This is an optimization exercise on Yosys and OpenROAD, whose aim is small area, not a production implementation.
Function was checked by simulation only, so behaviour that the tests miss may differ from the original.
Power and IR drop assume default switching activity.

== build 93 ==
Design qsfp_link_model, start of the top module:
module qsfp_link_model
#(
    parameter int DATA_BITS = qsfp_link_pkg::QSFP_DATA_BITS,
    parameter int LATENCY   = 8,
    parameter int DEPTH     = 16,
    parameter int UP_DELAY  = 32
) (
    input  logic                        clock,
    input  logic                        reset,
    input  logic                        tx_valid,
    input  logic [DATA_BITS-1:0]        tx_bits,
    output logic                        tx_ready,
    output logic                        rx_valid,
    output logic [DATA_BITS-1:0]        rx_bits,
    input  logic                        rx_ready,
    output logic                        channel_up
);
    localparam int AW = $clog2(DEPTH);
    localparam int CW = $clog2(DEPTH + 1);
    localparam int UW = $clog2(UP_DELAY);
    logic [UW-1:0]      up_cnt_q;
    logic               channel_up_q;
    logic [CW-1:0]      used_q, rx_cnt_q;
    logic [AW-1:0]      wp_q, wp_h_q;
    logic [DEPTH-1:0]   rd_sel_n_q, rd_sel_n_d;
    logic [LATENCY-1:0] dl_v_q;
    logic [DEPTH-1:0]   wr_sel, wr_hold;
    logic               accept, pop, arrive;
    assign tx_ready   = channel_up_q && !used_q[CW-1];
    assign channel_up = channel_up_q;
    assign rx_valid   = rx_cnt_q != '0;
  ...
Size in the first run: about 14000 cells after synthesis, ~4200 flip-flops, ~520 I/O pins, roughly 0.14 sq mm of cells after synthesis.
clock: 5.0 ns
lec_check: 0
cap_margin: 10
core_margin: 2
core_utilization: 55
place_density: 0.66
slew_margin: 10
standard.sh (not shown) runs the stock make flow with config.mk's settings and CLKGATE_MAP_FILE= SYNTH_SCRIPT=/design/flow/synth_recipe.tcl, a recipe that flattens the netlist after the stock synthesis.
==> flow/flow/run.sh <==
#!/bin/bash
# Own layout flow: the standard flow (standard synthesis unchanged), with
#  - the port buffers made from the smallest buffer (buf_1) instead of the default choice, and
set -euo pipefail
cd "$(dirname "$0")/.."
CTS="-sink_clustering_enable -repair_clock_nets -sink_clustering_size 16 -sink_clustering_max_diameter 80 -buf_list sky130_fd_sc_hd__clkbuf_8 -dont_use_dummy_load"
bash standard.sh \
  "BUFFER_PORTS_ARGS=-buffer_cell sky130_fd_sc_hd__buf_1" \
  "CTS_ARGS=$CTS" \
  finish > flow_make.log 2>&1
## Diff of input files: build 29 against build 93
Settings: SLEW_MARGIN changed from 10 to 20; CAP_MARGIN changed from 10 to 20; PLACE_DENSITY changed from 0.66 to 0.7; CORE_UTILIZATION changed from 55 to 60.
diff --git a/flow/flow/run.sh b/flow/flow/run.sh
--- a/flow/flow/run.sh
+++ b/flow/flow/run.sh
@@ -6 +6 @@
-CTS="-sink_clustering_enable -repair_clock_nets -sink_clustering_size 16 -sink_clustering_max_diameter 80 -buf_list sky130_fd_sc_hd__clkbuf_8 -dont_use_dummy_load"
+CTS="-sink_clustering_enable -repair_clock_nets -sink_clustering_size 25 -sink_clustering_max_diameter 100 -buf_list sky130_fd_sc_hd__clkbuf_16 -dont_use_dummy_load"
--- outcome ---
Build 29: done, clean on timing, DRC and antenna. Number of antenna violations at the first check in global routing: higher on build 93. When build 29 is set beside build 93, its detailed-routing wirelength on met1 turns out to be about 5.4% smaller. Build 29 -> build 93: number of buffers and inverters on the critical path delta 0, exact match. On sequential cell fraction of total power, build 29 and build 93 are neck and neck. Going from build 93 to build 29, count of routing violations after the opening detailed-route iteration grew by a few percent. Build 29 vs build 93: register share of the cell area up.
Modified inputs, build 56 compared to build 29
Settings: CORE_UTILIZATION changed from 60 to 55; PLACE_DENSITY changed from 0.7 to 0.66.
Results
Build 56: flow completed, timing, DRC and antenna clean
Going from build 29 to build 56, total non-filler cell area in the finished layout grows by 0.55%.
[compare] base=build 29 new=build 56: share of total power in combinational logic higher, met1 routed wirelength after detailed routing higher, via total after detailed routing roughly the same.
Build 56 reports a lower final period demand of the worst path than build 29 does.
| routed wire length | higher: build 56 |
Sort build 56 and build 29 by switching power of the nets asc -> top: build 29
Compared with build 29, build 56 shows width of the die that has gone up by a few percent.
Going from build 29 to build 56, number of global-route vias before repair has remained practically unchanged, global-route wire length before repair has increased.

re-timing with driven ports:
How much do the figures lean on ideal ports? The routed layouts below were timed once more, with nothing changed but the port constraints.
Step 1 assumes that a clkbuf_16 drives the clock port and a buf_2 every other input.
Step 2, shift: input delay + t, output delay - t, t = (earliest + latest rising clock arrival at the registers) / 2. This alone moves slack from input paths to output paths.
a / b / c = ideal ports / drivers / drivers and shift; a / b = the first two.
run	t (ns)	slack for setup (ns)	slew at the worst register clock pin (ns)	worst data-port slew with drivers (ns)	pins driven straight from the clock port
build 93	1.239	0.013 / -0.097 / 1.132	0.11 / 0.11	0.26	1
build 29	0.969	0.181 / 0.079 / 1.048	0.10 / 0.10	0.31	1
build 56	0.974	0.200 / 0.101 / 1.075	0.10 / 0.10	0.28	1
After both steps every run listed still meets setup and hold.
